From an optimization exercise on the open Yosys and OpenROAD flow, aimed at small area, a short achievable clock period and few clock cycles; shortcuts taken in it are not production practice.

==> run R: inputs <==
Design conv_rescaler, start of the top module:
module conv_rescaler #(
    parameter int NB_PIXEL = 19,
    parameter int NB_COUNT = 32,
    parameter int NB_OUT   = 8,
    parameter int NB_FRAC  = 16
) (
    input  logic                clock,
    input  logic                reset,
    input  logic                i_extremesValid,
    input  logic [NB_PIXEL-1:0] i_maxValue,
    input  logic [NB_PIXEL-1:0] i_minValue,
    input  logic [NB_COUNT-1:0] i_imageSize,
    input  logic                i_valid,
    input  logic [NB_PIXEL-1:0] i_convValue,
    output logic                o_ready,
    output logic [NB_OUT-1:0]   o_pixel,
    output logic                o_valid,
    output logic                o_endSignal
);
==> flow/config.mk <==
export PLATFORM = sky130hd
export DESIGN_NAME = conv_rescaler
export DESIGN_NICKNAME = conv_rescaler
export VERILOG_FILES = /design/flow/design.v
export SDC_FILE = /design/flow/constraint.sdc
export NUM_CORES = 4
export LEC_CHECK = 0
export ABC_CLOCK_PERIOD_IN_PS = 3500
export CAP_MARGIN = 20
export CORE_MARGIN = 2
export CORE_UTILIZATION = 40
export SLEW_MARGIN = 20
==> flow/constraint.sdc <==
create_clock -name core_clock -period 9.0 [get_ports {clock}]
set_input_delay 1.8000 -clock core_clock [delete_from_list [all_inputs] [get_ports {clock}]]
set_output_delay 1.8000 -clock core_clock [all_outputs]
set_load 0.01 [all_outputs]
standard.sh (not shown) runs the stock make flow with config.mk's settings and CLKGATE_MAP_FILE= SYNTH_SCRIPT=/design/flow/synth_recipe.tcl, a recipe that flattens the netlist after the stock synthesis.
==> flow/flow/run.sh <==
#!/bin/bash
# Standard layout, with the port buffers made from the smallest plain buffer, a clock tree
# of clkbuf_8 buffers without dummy loads, and timing repair aiming for 5.8 ns of setup slack
# (a 3.2 ns period) at the design's 9 ns clock.
set -euo pipefail
export BUFFER_PORTS_ARGS="-buffer_cell sky130_fd_sc_hd__buf_1"
export CTS_ARGS="-sink_clustering_enable -repair_clock_nets -dont_use_dummy_load -buf_list {sky130_fd_sc_hd__clkbuf_8}"
export SETUP_SLACK_MARGIN=5.8
bash standard.sh > standard_flow.log 2>&1
==> run D (differences from run R) <==
--- a/flow/design.v
+++ b/flow/design.v
@@ -20,17 +20,18 @@
     localparam int NB_R     = NB_PIXEL;
     localparam int NB_SCALE = NB_OUT + NB_FRAC;           
     localparam int ND       = (NB_R + 2) / 2;             
     localparam int LC       = 10;                         
     localparam logic [NB_SCALE-1:0] DIVIDEND = {{NB_OUT{1'b1}}, {NB_FRAC{1'b0}}};
-    logic                 busy_q, init_q, div_q, run_q;
-    logic                 init_d, div_d, run_d;
+    logic                 busy_q, init_q, prep_q, div_q, run_q;
+    logic                 init_d, prep_d, div_d, run_d;
     logic                 v0_q, l0_q, v1_q, l1_q, v2_q, l2_q, v3_q, e3_q;
     logic [NB_PIXEL:0]    c_q;        
     logic [NB_PIXEL-1:0]  min_q, max_q;
     logic                 gt_q;       
     logic                 lt_q;       
+    logic                 rneg_q;     
     logic [NB_R-1:0]      range_q;
     logic [NB_COUNT-1:0]  count_q;    
     logic [NB_SCALE-1:0]  scale_q;
     logic [3*ND-2:0]      bd_q;       
     logic [NB_SCALE-1:LC] psa_q, psb_q, psc_q;
@@ -56,15 +57,15 @@
     assign idle     = !busy_q;
     assign accept   = i_valid && run_q;
     assign last_acc = accept && (count_q == NB_COUNT'(1));
     assign start    = idle && i_extremesValid;
     assign lone_end = start && (i_imageSize == '0);
-    cr_adds #(NB_PIXEL + 1) u_delta (
+    cr_add #(NB_PIXEL + 1) u_delta (
         .a(c_q), .b(~{min_q[NB_PIXEL-1], min_q}), .ci(1'b1),
         .s(delta), .co());
     assign d_neg   = lt_q;
-    assign span_ok = !delta[NB_PIXEL] && (delta[NB_PIXEL-1:0] != '0);
+    assign span_ok = !rneg_q && (range_q != '0);
     cr_cmp #(NB_PIXEL) u_gt (
         .a({~i_convValue[NB_PIXEL-1], i_convValue[NB_PIXEL-2:0]}),
         .b(~{~max_q[NB_PIXEL-1], max_q[NB_PIXEL-2:0]}), .ci(1'b0), .co(gt));
     assign d_big = gt_q;
     cr_cmp #(NB_PIXEL) u_lt (
@@ -85,21 +86,21 @@
             b_neg[r] = dx[2*r+2];
         end
     end
     always_comb begin
         for (int i = 0; i < NB_R; i++) begin
-            lead[i] = delta[i];
+            lead[i] = range_q[i];
             for (int j = i + 1; j < NB_R; j++)
-                if (delta[j]) lead[i] = 1'b0;
+                if (range_q[j]) lead[i] = 1'b0;
         end
         for (int i = 0; i < NB_R; i++) begin
             rem_init[i] = 1'b0;
             for (int j = i + 1; j <= i + NB_OUT && j < NB_R; j++)
                 rem_init[i] = rem_init[i] | lead[j];
         end
     end
-    cr_adds #(NB_R + 1) u_div (.a(c_q), .b(~{1'b0, range_q}), .ci(1'b1), .s(dsum), .co(dsub_c));
+    cr_add #(NB_R + 1) u_div (.a(c_q), .b(~{1'b0, range_q}), .ci(1'b1), .s(dsum), .co(dsub_c));
     assign q_bit     = dsub_c;
     assign rem_next  = q_bit ? dsum[NB_R-1:0] : c_q[NB_R-1:0];
     assign dbit_next = (scale_q[NB_SCALE-2:NB_OUT-1] == '0);
     cr_add #(NB_COUNT) u_cnt (.a(count_q), .b('1), .ci(1'b0), .s(count_dec), .co());
     cr_mul u_mul (.a(scale_q), .one(bd_q[ND-1:0]), .two(bd_q[2*ND-1:ND]),
@@ -107,18 +108,20 @@
     assign lo_s = ra[LC-1:0] ^ rb[LC-1:0] ^ rc[LC-1:0];
     assign lo_c = (ra[LC-1:0] & rb[LC-1:0]) | (ra[LC-1:0] & rc[LC-1:0]) | (rb[LC-1:0] & rc[LC-1:0]);
     cr_cmp #(LC) u_lo (.a(lo_s), .b({lo_c[LC-2:0], 1'b0}), .ci(1'b0), .co(lo_co));
     assign hi_s = psa_q ^ psb_q ^ psc_q;
     assign hi_c = (psa_q & psb_q) | (psa_q & psc_q) | (psb_q & psc_q);
-    cr_adds #(NB_SCALE - LC) u_hi (.a(hi_s), .b({hi_c[NB_SCALE-LC-2:0], pc1_q}), .ci(pc2_q), .s(hi_sum), .co());
+    cr_add #(NB_SCALE - LC) u_hi (.a(hi_s), .b({hi_c[NB_SCALE-LC-2:0], pc1_q}), .ci(pc2_q), .s(hi_sum), .co());
     assign init_d = start && !lone_end;
-    assign div_d  = (init_q && span_ok) || (div_q && !scale_q[NB_SCALE-1]);
-    assign run_d  = (init_q && !span_ok) || (div_q && scale_q[NB_SCALE-1]) || (run_q && !last_acc);
+    assign prep_d = init_q;
+    assign div_d  = (prep_q && span_ok) || (div_q && !scale_q[NB_SCALE-1]);
+    assign run_d  = (prep_q && !span_ok) || (div_q && scale_q[NB_SCALE-1]) || (run_q && !last_acc);
     always_ff @(posedge clock or negedge reset) begin
         if (!reset) begin
             busy_q <= 1'b0;
             init_q <= 1'b0;
+            prep_q <= 1'b0;
             div_q  <= 1'b0;
             run_q  <= 1'b0;
             v0_q   <= 1'b0;
             l0_q   <= 1'b0;
             v1_q   <= 1'b0;
@@ -126,12 +129,13 @@
             v2_q   <= 1'b0;
             l2_q   <= 1'b0;
             v3_q   <= 1'b0;
             e3_q   <= 1'b0;
         end else begin
-            busy_q <= init_d || div_d || run_d;
+            busy_q <= init_d || prep_d || div_d || run_d;
             init_q <= init_d;
+            prep_q <= prep_d;
             div_q  <= div_d;
             run_q  <= run_d;
             v0_q   <= accept;
             l0_q   <= last_acc;
             v1_q   <= v0_q;
@@ -143,11 +147,11 @@
         end
     end
     always_ff @(posedge clock) begin
         if (idle)
             c_q <= {i_maxValue[NB_PIXEL-1], i_maxValue};
-        else if (init_q)
+        else if (prep_q)
             c_q <= {rem_init, (lead[NB_R-1:NB_OUT] == '0)};
         else if (div_q)
             c_q <= {rem_next, dbit_next};
         else
             c_q <= {i_convValue[NB_PIXEL-1], i_convValue};
@@ -158,17 +162,19 @@
         end else if (accept) begin
             count_q <= count_dec;
         end
         if (init_q)
             range_q <= delta[NB_R-1:0];
-        if (init_q)
+        if (prep_q)
             scale_q <= span_ok ? NB_SCALE'(lead) : '0;
         else if (div_q)
             scale_q <= {scale_q[NB_SCALE-2:0], q_bit};
         bd_q <= {b_neg[ND-2:0], b_two, b_one};
         gt_q <= gt;
         lt_q <= lt;
+        if (init_q)
+            rneg_q <= delta[NB_PIXEL];
         psa_q   <= ra[NB_SCALE-1:LC];
         psb_q   <= rb[NB_SCALE-1:LC];
         psc_q   <= rc[NB_SCALE-1:LC];
         pc1_q   <= lo_c[LC-1];
         pc2_q   <= lo_co;
@@ -212,42 +218,10 @@
         s[0] = x[0] ^ ci;
         for (int i = 1; i < W; i++)
             s[i] = x[i] ^ g[i - 1];
         co = g[W - 1];
     end
-endmodule
-module cr_adds #(
-    parameter int W = 8
-) (
-    input  logic [W-1:0] a,
-    input  logic [W-1:0] b,
-    input  logic         ci,
-    output logic [W-1:0] s,
-    output logic         co
-);
-    localparam int L = $clog2(W + 1);
-    localparam int N = 1 << L;
-    logic [N-1:0] g, p, x;
-    always_comb begin
-        x = '0;
-        g = '0;
-        p = '0;
-        x[W-1:0] = a ^ b;
-        g[W-1:0] = a & b;
-        p[W-1:0] = x[W-1:0];
-        g[0] = g[0] | (p[0] & ci);
-        for (int d = 0; d < L; d++)
-            for (int i = 0; i < N; i++)
-                if ((i >> d) & 1) begin
-                    g[i] = g[i] | (p[i] & g[((i >> d) << d) - 1]);
-                    p[i] = p[i] & p[((i >> d) << d) - 1];
-                end
-        s[0] = x[0] ^ ci;
-        for (int i = 1; i < W; i++)
-            s[i] = x[i] ^ g[i - 1];
-        co = g[W - 1];
-    end
 endmodule
 module cr_cmp #(
     parameter int W = 8
 ) (
     input  logic [W-1:0] a,
==> flow/flow/run.sh (replaced) <==
#!/bin/bash
# Standard layout, with the port buffers made from the smallest plain buffer, a clock tree
# of clkbuf_8 buffers without dummy loads, and timing repair aiming 3.4 ns below the clock period.
set -euo pipefail
export BUFFER_PORTS_ARGS="-buffer_cell sky130_fd_sc_hd__buf_1"
export CTS_ARGS="-sink_clustering_enable -repair_clock_nets -dont_use_dummy_load -buf_list {sky130_fd_sc_hd__clkbuf_8}"
export SETUP_SLACK_MARGIN=5.6
bash standard.sh > standard_flow.log 2>&1
==> run G (differences from run R) <==
--- a/flow/design.v
+++ b/flow/design.v
@@ -20,17 +20,18 @@
     localparam int NB_R     = NB_PIXEL;
     localparam int NB_SCALE = NB_OUT + NB_FRAC;           
     localparam int ND       = (NB_R + 2) / 2;             
     localparam int LC       = 10;                         
     localparam logic [NB_SCALE-1:0] DIVIDEND = {{NB_OUT{1'b1}}, {NB_FRAC{1'b0}}};
-    logic                 busy_q, init_q, div_q, run_q;
-    logic                 init_d, div_d, run_d;
+    logic                 busy_q, init_q, prep_q, div_q, run_q;
+    logic                 init_d, prep_d, div_d, run_d;
     logic                 v0_q, l0_q, v1_q, l1_q, v2_q, l2_q, v3_q, e3_q;
     logic [NB_PIXEL:0]    c_q;        
     logic [NB_PIXEL-1:0]  min_q, max_q;
     logic                 gt_q;       
     logic                 lt_q;       
+    logic                 rneg_q;     
     logic [NB_R-1:0]      range_q;
     logic [NB_COUNT-1:0]  count_q;    
     logic [NB_SCALE-1:0]  scale_q;
     logic [3*ND-2:0]      bd_q;       
     logic [NB_SCALE-1:LC] psa_q, psb_q, psc_q;
@@ -50,28 +51,29 @@
     logic [LC-1:0]        lo_s, lo_c;
     logic                 lo_co;
     logic [NB_SCALE-LC-1:0] hi_s, hi_c, hi_sum;
     logic [NB_COUNT-1:0]  count_dec;
     logic [NB_R:0]        dsum;
-    logic                 dsub_c, gt, lt;
+    logic                 dsub_c, gt, lt, lt_co;
     assign idle     = !busy_q;
     assign accept   = i_valid && run_q;
     assign last_acc = accept && (count_q == NB_COUNT'(1));
     assign start    = idle && i_extremesValid;
     assign lone_end = start && (i_imageSize == '0);
     cr_adds #(NB_PIXEL + 1) u_delta (
         .a(c_q), .b(~{min_q[NB_PIXEL-1], min_q}), .ci(1'b1),
         .s(delta), .co());
     assign d_neg   = lt_q;
-    assign span_ok = !delta[NB_PIXEL] && (delta[NB_PIXEL-1:0] != '0);
+    assign span_ok = !rneg_q && (range_q != '0);
     cr_cmp #(NB_PIXEL) u_gt (
         .a({~i_convValue[NB_PIXEL-1], i_convValue[NB_PIXEL-2:0]}),
         .b(~{~max_q[NB_PIXEL-1], max_q[NB_PIXEL-2:0]}), .ci(1'b0), .co(gt));
     assign d_big = gt_q;
     cr_cmp #(NB_PIXEL) u_lt (
-        .a({~min_q[NB_PIXEL-1], min_q[NB_PIXEL-2:0]}),
-        .b(~{~i_convValue[NB_PIXEL-1], i_convValue[NB_PIXEL-2:0]}), .ci(1'b0), .co(lt));
+        .a({~i_convValue[NB_PIXEL-1], i_convValue[NB_PIXEL-2:0]}),
+        .b(~{~min_q[NB_PIXEL-1], min_q[NB_PIXEL-2:0]}), .ci(1'b1), .co(lt_co));
+    assign lt = !lt_co;
     always_comb begin
         d_clamp = delta[NB_R-1:0];
         if (d_neg)
             d_clamp = '0;
         else if (d_big)
@@ -85,13 +87,13 @@
             b_neg[r] = dx[2*r+2];
         end
     end
     always_comb begin
         for (int i = 0; i < NB_R; i++) begin
-            lead[i] = delta[i];
+            lead[i] = range_q[i];
             for (int j = i + 1; j < NB_R; j++)
-                if (delta[j]) lead[i] = 1'b0;
+                if (range_q[j]) lead[i] = 1'b0;
         end
         for (int i = 0; i < NB_R; i++) begin
             rem_init[i] = 1'b0;
             for (int j = i + 1; j <= i + NB_OUT && j < NB_R; j++)
                 rem_init[i] = rem_init[i] | lead[j];
@@ -109,16 +111,18 @@
     cr_cmp #(LC) u_lo (.a(lo_s), .b({lo_c[LC-2:0], 1'b0}), .ci(1'b0), .co(lo_co));
     assign hi_s = psa_q ^ psb_q ^ psc_q;
     assign hi_c = (psa_q & psb_q) | (psa_q & psc_q) | (psb_q & psc_q);
     cr_adds #(NB_SCALE - LC) u_hi (.a(hi_s), .b({hi_c[NB_SCALE-LC-2:0], pc1_q}), .ci(pc2_q), .s(hi_sum), .co());
     assign init_d = start && !lone_end;
-    assign div_d  = (init_q && span_ok) || (div_q && !scale_q[NB_SCALE-1]);
-    assign run_d  = (init_q && !span_ok) || (div_q && scale_q[NB_SCALE-1]) || (run_q && !last_acc);
+    assign prep_d = init_q;
+    assign div_d  = (prep_q && span_ok) || (div_q && !scale_q[NB_SCALE-1]);
+    assign run_d  = (prep_q && !span_ok) || (div_q && !scale_q[NB_SCALE-1] && scale_q[NB_SCALE-2]) || (run_q && !last_acc);
     always_ff @(posedge clock or negedge reset) begin
         if (!reset) begin
             busy_q <= 1'b0;
             init_q <= 1'b0;
+            prep_q <= 1'b0;
             div_q  <= 1'b0;
             run_q  <= 1'b0;
             v0_q   <= 1'b0;
             l0_q   <= 1'b0;
             v1_q   <= 1'b0;
@@ -126,12 +130,13 @@
             v2_q   <= 1'b0;
             l2_q   <= 1'b0;
             v3_q   <= 1'b0;
             e3_q   <= 1'b0;
         end else begin
-            busy_q <= init_d || div_d || run_d;
+            busy_q <= init_d || prep_d || div_d || run_d;
             init_q <= init_d;
+            prep_q <= prep_d;
             div_q  <= div_d;
             run_q  <= run_d;
             v0_q   <= accept;
             l0_q   <= last_acc;
             v1_q   <= v0_q;
@@ -143,13 +148,13 @@
         end
     end
     always_ff @(posedge clock) begin
         if (idle)
             c_q <= {i_maxValue[NB_PIXEL-1], i_maxValue};
-        else if (init_q)
+        else if (prep_q)
             c_q <= {rem_init, (lead[NB_R-1:NB_OUT] == '0)};
-        else if (div_q)
+        else if (div_q && !scale_q[NB_SCALE-1])
             c_q <= {rem_next, dbit_next};
         else
             c_q <= {i_convValue[NB_PIXEL-1], i_convValue};
         if (idle) begin
             min_q   <= i_minValue;
@@ -158,17 +163,19 @@
         end else if (accept) begin
             count_q <= count_dec;
         end
         if (init_q)
             range_q <= delta[NB_R-1:0];
-        if (init_q)
+        if (prep_q)
             scale_q <= span_ok ? NB_SCALE'(lead) : '0;
         else if (div_q)
             scale_q <= {scale_q[NB_SCALE-2:0], q_bit};
         bd_q <= {b_neg[ND-2:0], b_two, b_one};
         gt_q <= gt;
         lt_q <= lt;
+        if (init_q)
+            rneg_q <= delta[NB_PIXEL];
         psa_q   <= ra[NB_SCALE-1:LC];
         psb_q   <= rb[NB_SCALE-1:LC];
         psc_q   <= rc[NB_SCALE-1:LC];
         pc1_q   <= lo_c[LC-1];
         pc2_q   <= lo_co;
==> flow/flow/run.sh (replaced) <==
#!/bin/bash
# Standard layout, with the port buffers made from the smallest plain buffer, a clock tree
# of clkbuf_16 buffers each driving a cluster of up to 25 flip-flops, without dummy loads,
# and timing repair aiming for 5.8 ns of setup slack (a 3.2 ns period) at the design's 9 ns clock.
set -euo pipefail
export BUFFER_PORTS_ARGS="-buffer_cell sky130_fd_sc_hd__buf_1"
export CTS_ARGS="-sink_clustering_enable -repair_clock_nets -dont_use_dummy_load -buf_list {sky130_fd_sc_hd__clkbuf_16} -sink_clustering_size 25 -sink_clustering_max_diameter 80"
export SETUP_SLACK_MARGIN=5.8
bash standard.sh > standard_flow.log 2>&1
==> comparison table <==
item                                                          run R          run G          run D
Result of the run                  no timing/DRC/antenna violations  no timing/DRC/antenna violations  no timing/DRC/antenna violations
Reg-to-reg startpoint                                      min_q[0]    scale_q[17]      psa_q[10]
Mux share of post-synthesis cell area                        0.0137         0.0115         0.0206
Number of CTS-inserted buffers                                   41             18             43
Sequential cell area in the final layout              0.00578 sq mm  0.00583 sq mm  0.00584 sq mm
Clock buffer cells                                               41             18             43
Pin count of the biggest net entering global routing             79             63             67
Inverter count                                                  164            163            156
Mean instance size in the synthesized netlist            9.91 sq um     9.88 sq um     10.2 sq um
Reg-to-reg critical path endpoint                       scale_q[11]      psb_q[23]     pixel_q[7]
Core Area                                              0.0407 sq mm   0.0408 sq mm   0.0406 sq mm
Final HPWL from detailed placement                         30900 um       32500 um       30200 um
Die footprint                                          0.0429 sq mm   0.0431 sq mm   0.0426 sq mm
Critical-path maximum fanout                                      6              7              2
Via count of the first global-routing pass                    13500          13000          12500
Function was not checked in any run of this note: the RTL went through the layout flow alone.

## port drivers added, routing unchanged
Ports are ideal in the flow. The routed layouts listed here were re-timed in OpenROAD.
Step 1 assumes that a clkbuf_16 drives the clock port and a buf_2 every other input.
Step 2 also shifts input and output timing later by t, the mid clock arrival at the registers, as if the neighbouring blocks saw the same clock.
Three values: ideal, step 1, step 2; two values: the first two.
run	shift t [ns]	setup slack, ns	hold WS [ns]	worst setup path at the end	pins driven straight from the clock port
run R	0.626	5.212 / 5.212 / 4.638	0.347 / 0.347 / 0.347	input to register	1
run D	0.627	5.383 / 5.383 / 5.255	0.345 / 0.345 / 0.345	input to register	1
run G	0.556	5.689 / 5.689 / 5.280	0.360 / 0.360 / 0.360	input to register	1
After both steps every run listed still meets setup and hold. For run R, which loses most, drivers alone change the setup slack by 0.000 ns; drivers and shift together by -0.574 ns.
